Background: an optimization exercise with open tools, aiming at a short achievable clock period and few clock cycles. Do not read the settings as production practice. Only simulation tests tie the RTL to the original design; equivalence was not proved. Power figures rest on the tool's default switching activity, not on a simulated workload.

**run.sh**
```bash
#!/bin/bash
# synth_recipe.tcl (not shown) runs the flow's synth.tcl, then flattens the netlist and writes it again
# the make line also repeats each setting of config.mk as NAME=value (left out here)
make -C /OpenROAD-flow-scripts/flow DESIGN_CONFIG=/design/flow/config.mk WORK_HOME=/design/flow/orfs CLKGATE_MAP_FILE= SYNTH_SCRIPT=/design/flow/synth_recipe.tcl finish
```
**config.mk**
```make
export PLATFORM = sky130hd
export DESIGN_NAME = rv_top
export DESIGN_NICKNAME = rv_top
export VERILOG_FILES = /design/flow/design.v
export SDC_FILE = /design/flow/constraint.sdc
export NUM_CORES = 4
export LEC_CHECK = 0
export CAP_MARGIN = 20
export CORE_MARGIN = 2
export CORE_UTILIZATION = 40
export SLEW_MARGIN = 20
```
**constraint.sdc**
```tcl
create_clock -name core_clock -period 10.0 [get_ports {clk}]
set_input_delay 2.0000 -clock core_clock [delete_from_list [all_inputs] [get_ports {clk}]]
set_output_delay 2.0000 -clock core_clock [all_outputs]
set_load 0.01 [all_outputs]
```
**design.v**
```verilog
package rv_pkg;
    typedef logic [31:0] word_t;
    typedef logic [15:0] half_t;
    typedef logic [4:0] reg_idx_t;
    typedef logic [1:0] mem_size_t;
    localparam mem_size_t SIZE_BYTE = 2'd0;
    localparam mem_size_t SIZE_HALF = 2'd1;
    localparam mem_size_t SIZE_WORD = 2'd2;
    localparam logic [6:0] OP_LUI     = 7'b0110111;
    localparam logic [6:0] OP_AUIPC   = 7'b0010111;
    localparam logic [6:0] OP_JAL     = 7'b1101111;
    localparam logic [6:0] OP_JALR    = 7'b1100111;
    localparam logic [6:0] OP_BRANCH  = 7'b1100011;
    localparam logic [6:0] OP_LOAD    = 7'b0000011;
    localparam logic [6:0] OP_STORE   = 7'b0100011;
    localparam logic [6:0] OP_ALU_IMM = 7'b0010011;
    localparam logic [6:0] OP_ALU_REG = 7'b0110011;
    typedef enum logic [2:0] {
        fetch,
        exec,
        load_wait,
        store_wait,
        writeback_load
    } core_state_e;
    typedef enum logic [2:0] {
        idle,
        addr_lo,
        addr_hi,
        data_lo,
        addr_lo2,
        data_hi,
        done
    } bus_state_e;
endpackage
`timescale 1ns/10ps
import rv_pkg::*;
module rv_regfile (
    input  logic             clk,
    input  rv_pkg::reg_idx_t rs1_idx,
    input  rv_pkg::reg_idx_t rs2_idx,
    output rv_pkg::word_t    rs1_val,
    output rv_pkg::word_t    rs2_val,
    input  logic             rd_we,
    input  rv_pkg::reg_idx_t rd_idx,
    input  rv_pkg::word_t    rd_val
);
    logic [31:0] regs [0:31];
    always_ff @(posedge clk) begin
        if (rd_we && (rd_idx != '0)) begin
            regs[rd_idx] <= rd_val;
        end
    end
    assign rs1_val = (rs1_idx == '0) ? '0 : regs[rs1_idx];
    assign rs2_val = (rs2_idx == '0) ? '0 : regs[rs2_idx];
endmodule
`timescale 1ns/10ps
import rv_pkg::*;
module rv_alu (
    input  rv_pkg::word_t alu_a,
    input  rv_pkg::word_t alu_b,
    input  logic [2:0]    funct3,
    input  logic          alt,
    input  logic          is_reg,
    output rv_pkg::word_t alu_result,
    output logic          take_branch
);
    rv_pkg::word_t       sum;
    logic [32:0] diff;
    rv_pkg::word_t       x_or;
    logic        eq;
    logic        lt_u;
    logic        lt_s;
    rv_pkg::word_t       shift_in;
    logic        shift_fill;
    logic [32:0] shift_wide;
    rv_pkg::word_t       shift_out;
    function automatic logic [31:0] bit_reverse(input logic [31:0] v);
        logic [31:0] r;
        for (int i = 0; i < 32; i++) begin
            r[i] = v[31 - i];
        end
        bit_reverse = r;
    endfunction
    assign sum  = alu_a + alu_b;
    assign diff = {1'b0, alu_a} - {1'b0, alu_b};
    assign x_or = alu_a ^ alu_b;
    assign eq   = (x_or == '0);
    assign lt_u = diff[32];
    assign lt_s = (alu_a[31] ^ alu_b[31]) ? alu_a[31] : diff[32];
    assign shift_in   = (funct3 == 3'b001) ? bit_reverse(alu_a) : alu_a;
    assign shift_fill = alt && (funct3 == 3'b101) && alu_a[31];
    assign shift_wide = $signed({shift_fill, shift_in}) >>> alu_b[4:0];
    assign shift_out  = shift_wide[31:0];
    always_comb begin
        case (funct3)
            3'b000: begin
                if (is_reg && alt) begin
                    alu_result = diff[31:0];
                end else begin
                    alu_result = sum;
                end
            end
            3'b001: begin
                alu_result = bit_reverse(shift_out);
            end
            3'b010: begin
                alu_result = {31'd0, lt_s};
            end
            3'b011: begin
                alu_result = {31'd0, lt_u};
            end
            3'b100: begin
                alu_result = x_or;
            end
            3'b101: begin
                alu_result = shift_out;
            end
            3'b110: begin
                alu_result = alu_a | alu_b;
            end
            default: begin
                alu_result = alu_a & alu_b;
            end
        endcase
    end
    always_comb begin
        case (funct3)
            3'b000: take_branch = eq;
            3'b001: take_branch = !eq;
            3'b100: take_branch = lt_s;
            3'b101: take_branch = !lt_s;
            3'b110: take_branch = lt_u;
            3'b111: take_branch = !lt_u;
            default: take_branch = 1'b0;
        endcase
    end
endmodule
`timescale 1ns/10ps
import rv_pkg::*;
module rv_bus_seq (
    input  logic              clk,
    input  logic              rst_n,
    input  logic              mem_req,
    input  rv_pkg::word_t     mem_addr,
    input  rv_pkg::mem_size_t mem_size,
    input  logic              mem_write,
    input  rv_pkg::word_t     mem_wdata,
    output logic              mem_ack,
    output rv_pkg::word_t     mem_rdata,
    output rv_pkg::half_t     bus_out,
    input  rv_pkg::half_t     bus_in,
    output logic              le_lo,
    output logic              le_hi,
    output logic              oe_n,
    output logic              we_lo_n,
    output logic              we_hi_n,
    output logic              bus_dir
);
    rv_pkg::bus_state_e state;
    logic       data_phase;
    logic       is_byte;
    always_ff @(posedge clk) begin
        if (!rst_n) begin
            state <= idle;
        end else begin
            case (state)
                idle: begin
                    if (mem_req) begin
                        state <= addr_lo;
                    end
                end
                addr_lo:  state <= addr_hi;
                addr_hi:  state <= data_lo;
                data_lo:  state <= (mem_size == SIZE_WORD) ? addr_lo2 : done;
                addr_lo2: state <= data_hi;
                data_hi:  state <= done;
                done: begin
                    if (!mem_req) begin
                        state <= idle;
                    end
                end
                default: state <= idle;
            endcase
        end
    end
    always_ff @(posedge clk) begin
        if (state == data_lo && !mem_write) begin
            if (is_byte) begin
                mem_rdata <= {24'd0, mem_addr[0] ? bus_in[15:8] : bus_in[7:0]};
            end else begin
                mem_rdata <= {16'd0, bus_in};
            end
        end else if (state == data_hi && !mem_write) begin
            mem_rdata[31:16] <= bus_in;
        end
    end
    always_comb begin
        case (state)
            addr_lo:  bus_out = mem_addr[16:1];
            addr_hi:  bus_out = {1'b0, mem_addr[31:17]};
            data_lo: begin
                if (is_byte) begin
                    bus_out = mem_addr[0] ? {mem_wdata[7:0], 8'h00} : {8'h00, mem_wdata[7:0]};
                end else begin
                    bus_out = mem_wdata[15:0];
                end
            end
            addr_lo2: bus_out = mem_addr[16:1] | 16'h0001;
            data_hi:  bus_out = mem_wdata[31:16];
            default:  bus_out = 16'h0000;
        endcase
    end
    assign is_byte    = (mem_size == SIZE_BYTE);
    assign data_phase = (state == data_lo) || (state == data_hi);
    assign mem_ack = (state == done);
    assign le_lo   = (state == addr_lo) || (state == addr_lo2);
    assign le_hi   = (state == addr_hi);
    assign oe_n    = !(data_phase && !mem_write);
    assign we_lo_n = !(data_phase && mem_write && (!is_byte || !mem_addr[0]));
    assign we_hi_n = !(data_phase && mem_write && (!is_byte || mem_addr[0]));
    assign bus_dir = !(le_lo || le_hi || (data_phase && mem_write));
endmodule
`timescale 1ns/10ps
import rv_pkg::*;
module rv_core_ctrl #(
    parameter rv_pkg::word_t reset_pc = '0
) (
    input  logic              clk,
    input  logic              rst_n,
    output logic              mem_req,
    output rv_pkg::word_t     mem_addr,
    output rv_pkg::mem_size_t mem_size,
    output logic              mem_write,
    output rv_pkg::word_t     mem_wdata,
    input  logic              mem_ack,
    input  rv_pkg::word_t     mem_rdata,
    output rv_pkg::reg_idx_t  rs1_idx,
    output rv_pkg::reg_idx_t  rs2_idx,
    input  rv_pkg::word_t     rs1_val,
    input  rv_pkg::word_t     rs2_val,
    output rv_pkg::word_t     alu_a,
    output rv_pkg::word_t     alu_b,
    output logic [2:0]        funct3,
    output logic              alt,
    output logic              is_reg,
    input  rv_pkg::word_t     alu_result,
    input  logic              take_branch,
    output logic              rd_we,
    output rv_pkg::reg_idx_t  rd_idx,
    output rv_pkg::word_t     rd_val
);
    rv_pkg::core_state_e state;
    rv_pkg::word_t       pc;
    rv_pkg::word_t       ir;
    rv_pkg::word_t       ld_data;
    logic [2:0]  ir_funct3;
    logic        is_lui, is_auipc, is_jal, is_jalr, is_branch;
    logic        is_load, is_store, is_alu_imm, is_alu_reg;
    rv_pkg::word_t       i_imm, s_imm, b_imm, u_imm, j_imm;
    rv_pkg::word_t       pc_plus4;
    logic        bus_wait;
    logic        req_start;
    logic        xfer_done;
    logic        ld_sign;
    assign ir_funct3  = ir[14:12];
    assign is_lui     = (ir[6:0] == OP_LUI);
    assign is_auipc   = (ir[6:0] == OP_AUIPC);
    assign is_jal     = (ir[6:0] == OP_JAL);
    assign is_jalr    = (ir[6:0] == OP_JALR);
    assign is_branch  = (ir[6:0] == OP_BRANCH);
    assign is_load    = (ir[6:0] == OP_LOAD);
    assign is_store   = (ir[6:0] == OP_STORE);
    assign is_alu_imm = (ir[6:0] == OP_ALU_IMM);
    assign is_alu_reg = (ir[6:0] == OP_ALU_REG);
    assign i_imm = {{21{ir[31]}}, ir[30:20]};
    assign s_imm = {{21{ir[31]}}, ir[30:25], ir[11:7]};
    assign b_imm = {{20{ir[31]}}, ir[7], ir[30:25], ir[11:8], 1'b0};
    assign u_imm = {ir[31:12], 12'h000};
    assign j_imm = {{12{ir[31]}}, ir[19:12], ir[20], ir[30:21], 1'b0};
    assign pc_plus4 = pc + 32'd4;
    assign rs1_idx  = ir[19:15];
    assign rs2_idx  = ir[24:20];
    assign alu_a  = is_jal ? pc : rs1_val;
    assign alu_b  = is_jal ? j_imm :
                    is_store ? s_imm :
                    (is_alu_reg || is_branch) ? rs2_val : i_imm;
    assign funct3 = (is_alu_reg || is_alu_imm || is_branch) ? ir_funct3 : 3'b000;
    assign alt    = ir[30];
    assign is_reg = is_alu_reg;
    assign bus_wait  = (state == fetch) || (state == load_wait) || (state == store_wait);
    assign req_start = bus_wait && !mem_req && !mem_ack;
    assign xfer_done = mem_req && mem_ack;
    assign ld_sign = !ir_funct3[2] &&
                     ((ir_funct3[1:0] == SIZE_BYTE) ? ld_data[7] : ld_data[15]);
    assign rd_idx = ir[11:7];
    assign rd_we  = (state == writeback_load) ||
                    ((state == exec) &&
                     (is_lui || is_auipc || is_jal || is_jalr || is_alu_imm || is_alu_reg));
    always_comb begin
        if (state == writeback_load) begin
            case (ir_funct3[1:0])
                SIZE_BYTE: rd_val = {{24{ld_sign}}, ld_data[7:0]};
                SIZE_HALF: rd_val = {{16{ld_sign}}, ld_data[15:0]};
                default:   rd_val = ld_data;
            endcase
        end else if (is_lui) begin
            rd_val = u_imm;
        end else if (is_auipc) begin
            rd_val = pc + u_imm;
        end else if (is_jal || is_jalr) begin
            rd_val = pc_plus4;
        end else begin
            rd_val = alu_result;
        end
    end
    always_ff @(posedge clk) begin
        if (!rst_n) begin
            state   <= fetch;
            pc      <= reset_pc;
            mem_req <= 1'b0;
        end else begin
            if (req_start) begin
                mem_req <= 1'b1;
            end else if (xfer_done) begin
                mem_req <= 1'b0;
            end
            case (state)
                fetch: begin
                    if (xfer_done) begin
                        state <= exec;
                    end
                end
                exec: begin
                    if (is_jal) begin
                        pc <= alu_result;
                    end else if (is_jalr) begin
                        pc <= {alu_result[31:1], 1'b0};
                    end else if (is_branch && take_branch) begin
                        pc <= pc + b_imm;
                    end else begin
                        pc <= pc_plus4;
                    end
                    if (is_load) begin
                        state <= load_wait;
                    end else if (is_store) begin
                        state <= store_wait;
                    end else begin
                        state <= fetch;
                    end
                end
                load_wait: begin
                    if (xfer_done) begin
                        state <= writeback_load;
                    end
                end
                store_wait: begin
                    if (xfer_done) begin
                        state <= fetch;
                    end
                end
                default: state <= fetch;
            endcase
        end
    end
    always_ff @(posedge clk) begin
        if (state == fetch && req_start) begin
            mem_addr  <= pc;
            mem_size  <= SIZE_WORD;
            mem_write <= 1'b0;
        end else if (state == exec) begin
            mem_addr  <= alu_result;
            mem_size  <= ir_funct3[1:0];
            mem_write <= is_store;
            mem_wdata <= rs2_val;
        end
        if (state == fetch && xfer_done) begin
            ir <= mem_rdata;
        end
        if (state == load_wait && xfer_done) begin
            ld_data <= mem_rdata;
        end
    end
endmodule
`timescale 1ns/10ps
import rv_pkg::*;
module rv_top #(
    parameter rv_pkg::word_t reset_pc = '0
) (
    input  logic          clk,
    input  logic          rst_n,
    output rv_pkg::half_t bus_out,
    input  rv_pkg::half_t bus_in,
    output logic          le_lo,
    output logic          le_hi,
    output logic          oe_n,
    output logic          we_lo_n,
    output logic          we_hi_n,
    output logic          bus_dir
);
    logic      mem_req;
    rv_pkg::word_t     mem_addr;
    rv_pkg::mem_size_t mem_size;
    logic      mem_write;
    rv_pkg::word_t     mem_wdata;
    logic      mem_ack;
    rv_pkg::word_t     mem_rdata;
    rv_pkg::reg_idx_t  rs1_idx;
    rv_pkg::reg_idx_t  rs2_idx;
    rv_pkg::word_t     rs1_val;
    rv_pkg::word_t     rs2_val;
    rv_pkg::word_t     alu_a;
    rv_pkg::word_t     alu_b;
    logic [2:0] funct3;
    logic      alt;
    logic      is_reg;
    rv_pkg::word_t     alu_result;
    logic      take_branch;
    logic      rd_we;
    rv_pkg::reg_idx_t  rd_idx;
    rv_pkg::word_t     rd_val;
    rv_core_ctrl #(
        .reset_pc(reset_pc)
    ) u_ctrl (
        .clk(clk), .rst_n(rst_n),
        .mem_req(mem_req), .mem_addr(mem_addr), .mem_size(mem_size),
        .mem_write(mem_write), .mem_wdata(mem_wdata),
        .mem_ack(mem_ack), .mem_rdata(mem_rdata),
        .rs1_idx(rs1_idx), .rs2_idx(rs2_idx), .rs1_val(rs1_val), .rs2_val(rs2_val),
        .alu_a(alu_a), .alu_b(alu_b), .funct3(funct3), .alt(alt), .is_reg(is_reg),
        .alu_result(alu_result), .take_branch(take_branch),
        .rd_we(rd_we), .rd_idx(rd_idx), .rd_val(rd_val)
    );
    rv_regfile u_regfile (
        .clk(clk),
        .rs1_idx(rs1_idx), .rs2_idx(rs2_idx), .rs1_val(rs1_val), .rs2_val(rs2_val),
        .rd_we(rd_we), .rd_idx(rd_idx), .rd_val(rd_val)
    );
    rv_alu u_alu (
        .alu_a(alu_a), .alu_b(alu_b), .funct3(funct3), .alt(alt), .is_reg(is_reg),
        .alu_result(alu_result), .take_branch(take_branch)
    );
    rv_bus_seq u_bus (
        .clk(clk), .rst_n(rst_n),
        .mem_req(mem_req), .mem_addr(mem_addr), .mem_size(mem_size),
        .mem_write(mem_write), .mem_wdata(mem_wdata),
        .mem_ack(mem_ack), .mem_rdata(mem_rdata),
        .bus_out(bus_out), .bus_in(bus_in), .le_lo(le_lo), .le_hi(le_hi),
        .oe_n(oe_n), .we_lo_n(we_lo_n), .we_hi_n(we_hi_n), .bus_dir(bus_dir)
    );
endmodule
```
==> results.txt <==
-- where the power goes --
group          switching (uW)  internal [uW]  leakage, uW  total, uW
clock network            2170           2870      0.00216       5040
registers                55.7           5700       0.0111       5760
logic                     308            159       0.0137        467
-- registers in the layout, summed over array words and instances, names as in the netlist, named ones only --
register          count
u_regfile.regs     1024
u_bus.mem_rdata      32
u_ctrl.ir            32
u_ctrl.ld_data       32
u_ctrl.mem_addr      32
u_ctrl.mem_wdata     32
u_ctrl.pc            32
u_bus.state           3
u_ctrl.state          3
u_ctrl.mem_size       2
u_ctrl.mem_req        1
u_ctrl.mem_write      1
-- per-layer routing --
metal  track usage, %  vias to the layer above
met1             39.5                    26444
met4             20.3                       12
met3             6.64                      841
met2             48.7                     3262
met5                0                        -
li1                 -                    20989
-- worst max-delay path, stage by stage (launching register included) --
cell and delay (ns):
dfxtp_4 0.85, buf_12 0.30, buf_4 0.46, mux4_2 0.38, mux4_2 0.52, mux2i_1 0.65
nor2_1 0.15, a21oi_1 0.19, nand2_1 0.08, o21ai_0 0.48, ha_1 0.52, a21oi_1 0.18
nor2b_1 0.09, nor2_1 0.12, o21ai_0 0.13, and3_1 0.20, a221oi_1 0.45, nor3_1 0.16
and3_1 0.24, o31a_1 0.24, nor3_1 0.49, o21ai_1 0.44, a311oi_4 0.55, buf_4 0.39
-- final cells by class --
class                      instances  area (um2)
sequential                      1236       36500
antenna                            5        12.5
tap                             2325        2910
fill                           15571       95500
multi-input combinational       3518       31600
inverter                         120         450
clock buffer                     171        3680
clock inverter                    81         751
timing repair buffer             275        2340
-- path summary, 6_finish.rpt --
kind,startpoint,to,slack [ns],cells after the start
setup reg to reg,flip-flop,u_regfile.regs[17][26],1.34,23
hold / removal,u_bus.mem_rdata[8],u_ctrl.ir[8],0.46,0
hold reg to reg,u_bus.mem_rdata[8],u_ctrl.ir[8],0.46,0
setup / recovery,flip-flop,u_regfile.regs[17][26],1.34,23
-- cells by family (layout without fill, tap and decap cells) --
| kind of cell | count (synthesis) | count (layout) | synth area share, % |
|---|---|---|---|
| flip-flops | 1236 | 1236 | 52.2 |
| AO/OA/AOI/OAI | 1188 | 1188 | 11.6 |
| AND/OR/NAND/NOR | 1178 | 1178 | 8.32 |
| multiplexers | 889 | 889 | 20.7 |
| buffers and inverters | 495 | 647 | 3.47 |
| adder cells (fa/ha/maj) | 150 | 150 | 2.73 |
| XOR/XNOR | 81 | 81 | 1.02 |
| other | 1 | 37 | 0.00537 |
-- per-stage QoR --
stage | total power (uW) | cell area [um2] | util, %
detailed placement | 6320 | 73700 | 42.4
global placement | 6310 | 73700 | 42.4
floorplan | 6090 | 69900 | -
CTS | 11300 | 78100 | 45.0
global route | 11500 | 78200 | 45.0
finish | 11300 | 78200 | 45.0
-- cell usage after synthesis (all sizes together) (25+ instances only) --
cell,count,area (um2)
and3,29,186
mux2i,312,3120
a21oi,279,1410
or3,27,169
or2,25,156
nand2,377,1420
o211ai,40,300
o21ai,236,1180
a211oi,58,455
inv,120,450
nor4,47,397
edfxtp,1168,35100
nand2b,46,288
nor3b,37,309
o21a,30,225
mux2,153,1730
o22ai,50,325
a22o,46,403
ha,146,1830
nor2b,27,169
and2,37,231
a222oi,27,270
mux4,424,9560
clkbuf,208,781
nand3,86,430
xnor2,55,482
a31oi,28,175
a21o,45,338
nor3,79,400
buf,167,1190
xor2,26,228
a22oi,115,878
dfxtp,68,1360
nor2,302,1140
==> out/qor.csv <==
metric;value;unit
WP data required;10.56;ns
initial cell density of the core;40.2;%
CP arrival;9.22;ns
drt initial violations;7683;
fin cells;7731;
total die area;178000;um2
Min Clock Period, post-route;8.66;ns
I/O pin cnt;40;
skew final;0.0347;ns
htree depth;4;
Num CTS Buffers;137;
#FFs+latches synth;1236;
dpl hpwl;191000;um
Top FF cell, synth;edfxtp_1;
routed vias;51548;
DR WL/cell;36.7;um
Post-Syn Instances;5218;
Max Cap Viol;0;
share of layout cells above drive strength 1;21.9;%
Slew Viols, Final;0;
P&R area growth vs syn;12.0;%
Core ar.;174000;um2
WHS;0.460;ns
dpl cells;7472;
worst-path fanout max;46;
PD cells;144;nW/um2
GRT Total Usage;31.2;%
number of port buffers;39;
post-cts resize count;0;
Root Buffer Master;clkbuf_16;
Leak Pwr;0.0270;uW
Std-Cell Rows;153;
setup bufs post-CTS;0;
first-pass GRT wire length;391000;um
most common cell after layout, fill and taps aside;edfxtp_1;
vias per cell;6.67;
Final WS setup;1.34;ns
DR pass1 iterations;6;
Worst Setup End Kind;flip-flop;
fin crit share;86.6;%
die width;422;um
Routed Antenna Nets;0;
status;complete, no violations;
met3 WL;28200;um
Tightest Hold Check Type;flip-flop to flip-flop;
RSZ-0062 raised after global routing;no;
# nets final;5456;
# DRC;0;
Seq/Total Area, Yosys;52.2;%
Post-Syn Area;69800;um2
met1 WL;105000;um
met2 routed WL;129000;um
routed wire length;284000;um
clock sink total;1236;
crit start category;flip-flop;
Ys Warns;4;
post-synth cell types;116;
pre-CTS setup slack;1.75;ns
Avg Cell Area, Syn;13.4;um2
f_max;116;MHz
asr flop ratio synth;0;%
vias in the first global route;49249;
clock slew seen by the registers of the worst setup and hold paths;0.06;ns
WS Path Type;flip-flop to flip-flop;
most frequent cells in the layout;1168 x edfxtp_1, 422 x mux4_2, 375 x nand2_1;
worst skew pair latency;0.81;ns
Max Buffers Root-to-Sink;3;
total gr overflow;0;
Final GP Congestion;1.05;
TNS Setup;0;ns
top layer in use;met5;
number of synthesized flops with an enable pin;1168;
CTS tree;done;
Fin. Hold Viols;0;
worst-margin pin slew;1.29;ns
largest net degree at the start of global routing;90;
initial antenna violation count;14;
count of final setup violators;0;
hold buffer count at cts;0;
Die Span Y;422;um
maximum vdd drop;185;uV
Max-slew headroom;13.9;%
Testbench counts, summed over its fixed seeds: cycles 428,356.

[static timing again, ports no longer ideal]
Ports are ideal in the flow. The routed layout listed here was re-timed in OpenROAD. Step 1: set_driving_cell puts a clkbuf_16 on clk and a buf_2 on each other input, an assumption about the parent block. Step 2 moves the port delays by t, midway between the first and last clock arrival at a register: inputs arrive t later, outputs are due t later. That takes back most of the time a late clock gives input paths. Three values: ideal ports, drivers, drivers and shift; two values: the first two.
t, ns: 0.875
slack for setup (ns): 1.345 / 1.345 / 1.345
hold WS [ns]: 0.460 / 0.460 / 0.460
After both steps this run still meets setup and hold. For this run, drivers alone change the setup slack by 0.000 ns; drivers and shift together by 0.000 ns.
